Source: an optimization exercise on an open RTL-to-GDS flow (aim: small area, a short achievable clock period and few clock cycles per item). Production flows keep margins and buffers that such runs may drop.
Where RTL was checked, it was by simulation tests only, not by an equivalence proof against the original.
Power and IR drop assume default switching activity.

Setup of v6:
==> module cave_automaton_5x5_step_top, before the edit <==
module cave_automaton_5x5_step_top #(
  parameter int MAX_WIDTH = 64
) (
  input  wire logic                          clk,
  input  wire logic                          rst_n,
  input  wire logic                          in_valid,
  output logic                               in_stall,
  input  wire logic [MAX_WIDTH-1:0]          in_source_cells,
  output logic                               out_valid,
  input  wire logic                          out_stall,
  output logic      [MAX_WIDTH-1:0]          out_result_cells,
  output logic      [cave5_pkg::HeightW-1:0] out_line_index,
  output logic                               out_last_line,
  input  wire logic                          psel,
  input  wire logic                          penable,
  input  wire logic                          pwrite,
  input  wire logic [cave5_pkg::AddrW-1:0]   paddr,
  input  wire logic [cave5_pkg::DataW-1:0]   pwdata,
  output logic      [cave5_pkg::DataW-1:0]   prdata,
  output logic                               pready
);
  logic [cave5_pkg::HeightW-1:0] height;
  logic [cave5_pkg::NearW-1:0]   near_thr;
  logic [cave5_pkg::FarW-1:0]    far_lim;
  logic [63:0]                   wmask;
  logic [63:0]                   inner;
  cave5_cfg u_cfg (
    .clk      (clk),
    .rst_n    (rst_n),
    .psel     (psel),
    .penable  (penable),
    .pwrite   (pwrite),
    .paddr    (paddr),
    .pwdata   (pwdata),
    .prdata   (prdata),
    .pready   (pready),
    .height   (height),
    .near_thr (near_thr),
    .far_lim  (far_lim),
    .wmask    (wmask),
    .inner    (inner)
  );
  logic [63:0]                   r_cells;
  logic                          r_v;
  logic                          r_emit;    
  logic                          r_top0;    
  logic                          r_top1;    
  logic                          r_last;    
  logic [63:0]                   b_cells;
  logic                          b_v;
  logic                          b_emit;
  logic                          b_top0;
  logic                          b_top1;
  logic                          b_last;
  logic [cave5_pkg::HeightW-1:0] cnt_r;     
  logic                          t1_r;      
  logic                          t1_top_r;  
  logic                          t2_r;      
  logic [3:0][63:0]              s_r;
  logic                          o_v;
  logic [63:0]                   o_cells;
  logic [cave5_pkg::HeightW-1:0] o_idx;
  logic                          o_last;
  logic                          o_free;
  logic                          tail;
  logic                          consume;
  logic                          r_load;
  logic                          t1_emit;
  logic                          t2_emit;
  logic                          emit;
  logic                          shift;
  logic                          acc;
  logic                          a_last;
  logic [63:0]                   in_m;
  logic [4:0][63:0]              rows;
  logic [63:0]                   res;
  assign o_free  = !o_v || !out_stall;
  assign tail    = t1_r || t2_r;
  assign consume = r_v && (r_emit ? (o_free && !tail) : (o_free || !tail));
  assign t1_emit = t1_r && o_free;
  assign t2_emit = t2_r && o_free;
  assign emit    = t1_emit || t2_emit || (consume && r_emit);
  assign shift   = consume || t1_emit;
  assign r_load  = !r_v || consume;
  assign in_stall = b_v;
  assign acc      = in_valid && !b_v;
  assign in_m     = in_source_cells & wmask;
  assign a_last   = cnt_r >= height - 12'd1;
  always_ff @(posedge clk) begin
    if (!rst_n) begin
      cnt_r <= '0;
    end else if (acc) begin
      cnt_r <= a_last ? '0 : cnt_r + 12'd1;
    end
  end
  always_ff @(posedge clk) begin
    if (r_load) begin
      r_cells <= b_v ? b_cells : in_m;
    end
    if (!r_load && acc) begin
      b_cells <= in_m;
    end
  end
  always_ff @(posedge clk) begin
    if (!rst_n) begin
      r_v    <= 1'b0;
      r_emit <= 1'b0;
      r_top0 <= 1'b0;
      r_top1 <= 1'b0;
      r_last <= 1'b0;
      b_v    <= 1'b0;
      b_emit <= 1'b0;
      b_top0 <= 1'b0;
      b_top1 <= 1'b0;
      b_last <= 1'b0;
    end else if (r_load) begin
      if (b_v) begin
        r_v    <= 1'b1;
        r_emit <= b_emit;
        r_top0 <= b_top0;
        r_top1 <= b_top1;
        r_last <= b_last;
        b_v    <= 1'b0;
      end else begin
        r_v    <= acc;
        r_emit <= cnt_r >= 12'd2;
        r_top0 <= cnt_r == 12'd2;
        r_top1 <= cnt_r == 12'd3;
        r_last <= a_last;
      end
    end else if (acc) begin
      b_v    <= 1'b1;
      b_emit <= cnt_r >= 12'd2;
      b_top0 <= cnt_r == 12'd2;
      b_top1 <= cnt_r == 12'd3;
      b_last <= a_last;
    end
  end
  always_ff @(posedge clk) begin
    if (!rst_n) begin
      t1_r     <= 1'b0;
      t1_top_r <= 1'b0;
      t2_r     <= 1'b0;
    end else if (t1_emit) begin
      t1_r <= 1'b0;
      t2_r <= 1'b1;
    end else if (t2_emit) begin
      t2_r <= 1'b0;
    end else if (consume && r_last) begin
      t1_r     <= 1'b1;
      t1_top_r <= r_top0;
    end
  end
  always_ff @(posedge clk) begin
    if (shift) begin
      s_r <= {r_cells, s_r[3], s_r[2], s_r[1]};
    end
  end
  assign rows[0] = s_r[0] & {64{!(t1_r ? t1_top_r : r_top1)}};
  assign rows[1] = s_r[1];
  assign rows[2] = s_r[2];
  assign rows[3] = s_r[3];
  assign rows[4] = r_cells & {64{!t1_r}};
  cave5_line u_line (
    .rows     (rows),
    .wmask    (wmask),
    .inner    (inner & {64{!(t2_r || (!t1_r && r_top0))}}),
    .near_thr (near_thr),
    .far_lim  (far_lim),
    .res      (res)
  );
  always_ff @(posedge clk) begin
    if (!rst_n) begin
      o_v    <= 1'b0;
      o_last <= 1'b1;
    end else if (o_free) begin
      o_v <= emit;
      if (emit) begin
        o_last <= t2_r;
      end
    end
  end
  always_ff @(posedge clk) begin
    if (emit) begin
      o_cells <= res;
      o_idx   <= o_last ? '0 : o_idx + 12'd1;
    end
  end
  assign out_valid        = o_v;
  assign out_result_cells = o_cells;
  assign out_line_index   = o_idx;
  assign out_last_line    = o_last;
endmodule
clock: 8.0 ns
lec_check: 0
abc_clock_period_in_ps: 3000
cap_margin: 20
core_margin: 2
core_utilization: 40
setup_slack_margin: 4.5
slew_margin: 20
synth_hierarchical: 1
synth_minimum_keep_size: 0
run.sh (not shown) runs the stock make flow with config.mk's settings and CLKGATE_MAP_FILE= SYNTH_SCRIPT=/design/flow/synth_recipe.tcl, a recipe that flattens the netlist after the stock synthesis.
The following lists how v7 was set up differently from v6:
--- a/flow/design.v
+++ b/flow/design.v
@@ -214,21 +214,20 @@
   );
   logic [63:0]                   r_cells;
   logic                          r_v;
   logic                          r_emit;    
   logic                          r_top0;    
-  logic                          r_top1;    
+  logic                          r_idx1;    
   logic                          r_last;    
   logic [63:0]                   b_cells;
   logic                          b_v;
   logic                          b_emit;
   logic                          b_top0;
-  logic                          b_top1;
+  logic                          b_idx1;
   logic                          b_last;
   logic [cave5_pkg::HeightW-1:0] cnt_r;     
   logic                          t1_r;      
-  logic                          t1_top_r;  
   logic                          t2_r;      
   logic [3:0][63:0]              s_r;
   logic                          o_v;
   logic [63:0]                   o_cells;
   logic [cave5_pkg::HeightW-1:0] o_idx;
@@ -276,61 +275,59 @@
   always_ff @(posedge clk) begin
     if (!rst_n) begin
       r_v    <= 1'b0;
       r_emit <= 1'b0;
       r_top0 <= 1'b0;
-      r_top1 <= 1'b0;
+      r_idx1 <= 1'b0;
       r_last <= 1'b0;
       b_v    <= 1'b0;
       b_emit <= 1'b0;
       b_top0 <= 1'b0;
-      b_top1 <= 1'b0;
+      b_idx1 <= 1'b0;
       b_last <= 1'b0;
     end else if (r_load) begin
       if (b_v) begin
         r_v    <= 1'b1;
         r_emit <= b_emit;
         r_top0 <= b_top0;
-        r_top1 <= b_top1;
+        r_idx1 <= b_idx1;
         r_last <= b_last;
         b_v    <= 1'b0;
       end else begin
         r_v    <= acc;
         r_emit <= cnt_r >= 12'd2;
         r_top0 <= cnt_r == 12'd2;
-        r_top1 <= cnt_r == 12'd3;
+        r_idx1 <= cnt_r == 12'd1;
         r_last <= a_last;
       end
     end else if (acc) begin
       b_v    <= 1'b1;
       b_emit <= cnt_r >= 12'd2;
       b_top0 <= cnt_r == 12'd2;
-      b_top1 <= cnt_r == 12'd3;
+      b_idx1 <= cnt_r == 12'd1;
       b_last <= a_last;
     end
   end
   always_ff @(posedge clk) begin
     if (!rst_n) begin
-      t1_r     <= 1'b0;
-      t1_top_r <= 1'b0;
-      t2_r     <= 1'b0;
+      t1_r <= 1'b0;
+      t2_r <= 1'b0;
     end else if (t1_emit) begin
       t1_r <= 1'b0;
       t2_r <= 1'b1;
     end else if (t2_emit) begin
       t2_r <= 1'b0;
     end else if (consume && r_last) begin
-      t1_r     <= 1'b1;
-      t1_top_r <= r_top0;
+      t1_r <= 1'b1;
     end
   end
   always_ff @(posedge clk) begin
     if (shift) begin
-      s_r <= {r_cells, s_r[3], s_r[2], s_r[1]};
+      s_r <= {r_cells, s_r[3], s_r[2] & {64{!(r_v && r_idx1)}}, s_r[1]};
     end
   end
-  assign rows[0] = s_r[0] & {64{!(t1_r ? t1_top_r : r_top1)}};
+  assign rows[0] = s_r[0];
   assign rows[1] = s_r[1];
   assign rows[2] = s_r[2];
   assign rows[3] = s_r[3];
   assign rows[4] = r_cells & {64{!t1_r}};
   cave5_line u_line (
Findings:
On compound-gate portion of the synthesized area, v7 and v6 are basically level. Higher routed wire length goes to v7 over v6. v7 vs. v6: required time at the endpoint of the critical path lower; parity-gate share of the synthesized area counting xor and xnor cells flat. [compare] base=v6 new=v7: internal cell power went up, number of gates resized after cts went up. From v6 to v7 the numbers moved as follows: sequential cell count did not really move; maximum number of pins on one net before global-route repair saw a decrease. Between v7 and v6, the count of maximum capacitance violations does not differ in any meaningful way. Cmp v7 vs v6: detailed-router iteration count before antenna repair higher in v7. v7 vs v6: final critical-path share of the clock period down in v7. | final non-filler cell area | lower: v6 |. Number of vias in the routed layout of v7 exceeds that of v6 by a few percent.
No run of this note included a check of the RTL's function; only the layout flow was run.

========
== old ==
cave_automaton_5x5_step_top, a different RTL version from the one above (not shown whole).
Size: about 3700 cells after synthesis, about 530 flip-flops, roughly 46000 sq um of cells after synthesis.
// cave_automaton_5x5_step_top
module cave_automaton_5x5_step_top #(
  parameter int MAX_WIDTH = 64
) (
  input  wire logic                          clk,
  input  wire logic                          rst_n,
  input  wire logic                          in_valid,
  output logic                               in_stall,
  input  wire logic [MAX_WIDTH-1:0]          in_source_cells,
  output logic                               out_valid,
  input  wire logic                          out_stall,
  output logic      [MAX_WIDTH-1:0]          out_result_cells,
  output logic      [cave5_pkg::HeightW-1:0] out_line_index,
  output logic                               out_last_line,
  input  wire logic                          psel,
  input  wire logic                          penable,
  input  wire logic                          pwrite,
  input  wire logic [cave5_pkg::AddrW-1:0]   paddr,
  input  wire logic [cave5_pkg::DataW-1:0]   pwdata,
  output logic      [cave5_pkg::DataW-1:0]   prdata,
  output logic                               pready
);
Settings: LEC_CHECK=0, ABC_CLOCK_PERIOD_IN_PS=3000, CAP_MARGIN=20, CORE_MARGIN=2, CORE_UTILIZATION=40, SETUP_SLACK_MARGIN=4.5, SLEW_MARGIN=20, SYNTH_HIERARCHICAL=1, SYNTH_MINIMUM_KEEP_SIZE=0; clock period 8.0 ns.
Edits applied to the flow inputs when going from old to new:
--- a/flow/design.v
+++ b/flow/design.v
@@ -129,45 +129,61 @@
     assign u[x+2] = rows[0][x] ^ rows[4][x];
     assign v[x+2] = rows[0][x] & rows[4][x];
   end
   for (genvar x = 0; x < 64; x++) begin : g_cell
     logic n0, a1, b1, c2;
     logic u0, u1, v1, v2;
     logic x0, x1, h1;
     logic y1, y2, z1, z2, w1, w2, h2;
-    logic p2, p3, q2, q3, r3;
+    logic p2, p3, q2, q3;
     logic [3:0] near_cnt;
-    logic near_ok, far_over;
+    logic near_ok;
     cave5_fa u_nl (.a(l[x+1]), .b(l[x+2]), .c(l[x+3]), .s(n0), .co(a1));
     cave5_fa u_nm (.a(m[x+1]), .b(m[x+2]), .c(m[x+3]), .s(b1), .co(c2));
     assign near_cnt = {c2 & a1 & b1, c2 ^ (a1 & b1), a1 ^ b1, n0};
     assign near_ok  = cave5_pkg::uge({1'b0, near_cnt}, {1'b0, near_thr});
     cave5_fa u_u  (.a(u[x+1]), .b(u[x+2]), .c(u[x+3]), .s(u0), .co(u1));
     cave5_fa u_v  (.a(v[x+1]), .b(v[x+2]), .c(v[x+3]), .s(v1), .co(v2));
     cave5_fa u_x  (.a(l[x]), .b(l[x+4]), .c(k[0]), .s(x0), .co(x1));
     assign h1 = (n0 & u0) | (n0 & x0) | (u0 & x0);
     cave5_fa u_y  (.a(m[x]), .b(m[x+4]), .c(k[1]), .s(y1), .co(y2));
     cave5_fa u_z  (.a(a1), .b(b1), .c(u1), .s(z1), .co(z2));
     cave5_fa u_w  (.a(v1), .b(x1), .c(y1), .s(w1), .co(w2));
     assign h2 = (z1 & w1) | (z1 & h1) | (w1 & h1);
     cave5_fa u_p  (.a(c2), .b(v2), .c(y2), .s(p2), .co(p3));
     cave5_fa u_q  (.a(z2), .b(w2), .c(p2), .s(q2), .co(q3));
-    assign r3 = k[2] ? (q2 | h2) : (q2 & h2);
-    always_comb begin
-      case (k[4:3])
-        2'b11:   far_over = p3 | q3 | r3;
-        2'b10:   far_over = (p3 & q3) | (p3 & r3) | (q3 & r3);
-        2'b01:   far_over = p3 & q3 & r3;
-        default: far_over = 1'b0;
-      endcase
-    end
-    assign res[x] = inner[x] ? (near_ok || !far_over) : (rows[2][x] && wmask[x]);
+    cave5_fin u_fin (.p3(p3), .q3(q3), .q2(q2), .h2(h2), .k(k[4:2]),
+                     .keep(inner[x] | (rows[2][x] & wmask[x])), .kill(inner[x] & !near_ok),
+                     .res(res[x]));
   end
 endmodule
+module cave5_fin (
+  input  wire logic       p3,
+  input  wire logic       q3,
+  input  wire logic       q2,
+  input  wire logic       h2,
+  input  wire logic [4:2] k,
+  input  wire logic       keep,
+  input  wire logic       kill,
+  output logic            res
+);
+  logic r3;
+  logic over;
+  assign r3 = k[2] ? (q2 | h2) : (q2 & h2);
+  always_comb begin
+    case (k[4:3])
+      2'b11:   over = p3 | q3 | r3;
+      2'b10:   over = (p3 & q3) | (p3 & r3) | (q3 & r3);
+      2'b01:   over = p3 & q3 & r3;
+      default: over = 1'b0;
+    endcase
+  end
+  assign res = keep & !(kill & over);
+endmodule
 module cave5_fa (
   input  wire logic a,
   input  wire logic b,
   input  wire logic c,
   output logic      s,
   output logic      co
 );
   assign s  = a ^ b ^ c;
@@ -227,16 +243,17 @@
   logic                          b_v;
   logic                          b_emit;
   logic                          b_top0;
   logic                          b_idx1;
   logic                          b_last;
   logic [cave5_pkg::HeightW-1:0] cnt_r;     
   logic                          t1_r;      
   logic                          t2_r;      
+  logic                          row4_r;    
   logic [3:0][63:0]              s_r;
   logic                          o_v;
   logic [63:0]                   o_cells;
   logic [cave5_pkg::HeightW-1:0] o_idx;
   logic                          o_last;
   logic                          o_free;
   logic                          tail;
   logic                          consume;
@@ -309,37 +326,40 @@
       b_emit <= cnt_r >= 12'd2;
       b_top0 <= cnt_r == 12'd2;
       b_idx1 <= cnt_r == 12'd1;
       b_last <= a_last;
     end
   end
   always_ff @(posedge clk) begin
     if (!rst_n) begin
-      t1_r <= 1'b0;
-      t2_r <= 1'b0;
+      t1_r   <= 1'b0;
+      t2_r   <= 1'b0;
+      row4_r <= 1'b1;
     end else if (t1_emit) begin
-      t1_r <= 1'b0;
-      t2_r <= 1'b1;
+      t1_r   <= 1'b0;
+      t2_r   <= 1'b1;
+      row4_r <= 1'b1;
     end else if (t2_emit) begin
       t2_r <= 1'b0;
     end else if (consume && r_last) begin
-      t1_r <= 1'b1;
+      t1_r   <= 1'b1;
+      row4_r <= 1'b0;
     end
   end
   always_ff @(posedge clk) begin
     if (shift) begin
       s_r <= {r_cells, s_r[3], s_r[2] & {64{!(r_v && r_idx1)}}, s_r[1]};
     end
   end
   assign rows[0] = s_r[0];
   assign rows[1] = s_r[1];
   assign rows[2] = s_r[2];
   assign rows[3] = s_r[3];
-  assign rows[4] = r_cells & {64{!t1_r}};
+  assign rows[4] = r_cells & {64{row4_r}};
   cave5_line u_line (
     .rows     (rows),
     .wmask    (wmask),
     .inner    (inner & {64{!(t2_r || (!t1_r && r_top0))}}),
     .near_thr (near_thr),
     .far_lim  (far_lim),
     .res      (res)
   );
==> run notes <==
Diff old..new | clock tree buffer depth | unchanged. old was larger in final cell area than new. In the flow results for old and new, the number of antenna violations at the first check in global routing is smaller on old. When the final numbers for old and new were put side by side, the final cycle utilization of the critical path turned out to be greater in old. old → new: routed metal-1 wirelength lost about 1.7%; average size of a mapped cell increased by 0.096 sq um relative to the old numbers; combinational group share of total power shrank by 4.2 points. In new the sequential power share turned out 1.6 points higher than in old. Diff old and new: combined global-route utilization of all metal layers lower in new.
Testbench counts of new, summed over its fixed seeds: cycles 5,012, lines 4,820.
For old, only the layout was checked, not whether the RTL still works.

==> what the ideal ports hide <==
The flow's constraints put no driver on any port. The routed layouts listed below were extracted and timed again, unchanged, in two steps.
Step 1, drivers: a clkbuf_16 drives clk and a buf_2 each remaining input, both assumed.
Step 2 also shifts input and output timing later by t, the mid clock arrival at the registers, as if the neighbouring blocks saw the same clock.
Slacks: ideal / step 1 / step 2; pairs: ideal / step 1.
run	t (ns)	setup WS [ns]	hold slack, ns	worst setup path after step 2	latest minus earliest clock arrival (ns)
v6	0.699	4.010 / 4.010 / 3.831	0.436 / 0.436 / 0.436	input to register	0.039 / 0.039
v7	0.689	4.230 / 4.230 / 3.907	0.438 / 0.438 / 0.438	input to register	0.021 / 0.021
old	0.715	4.450 / 4.450 / 3.954	0.443 / 0.443 / 0.443	input to register	0.038 / 0.038
new	0.703	4.534 / 4.531 / 3.828	0.438 / 0.438 / 0.438	input to register	0.034 / 0.034
After both steps every run listed still meets setup and hold. For new, which loses most, drivers alone change the setup slack by -0.003 ns; drivers and shift together by -0.706 ns.
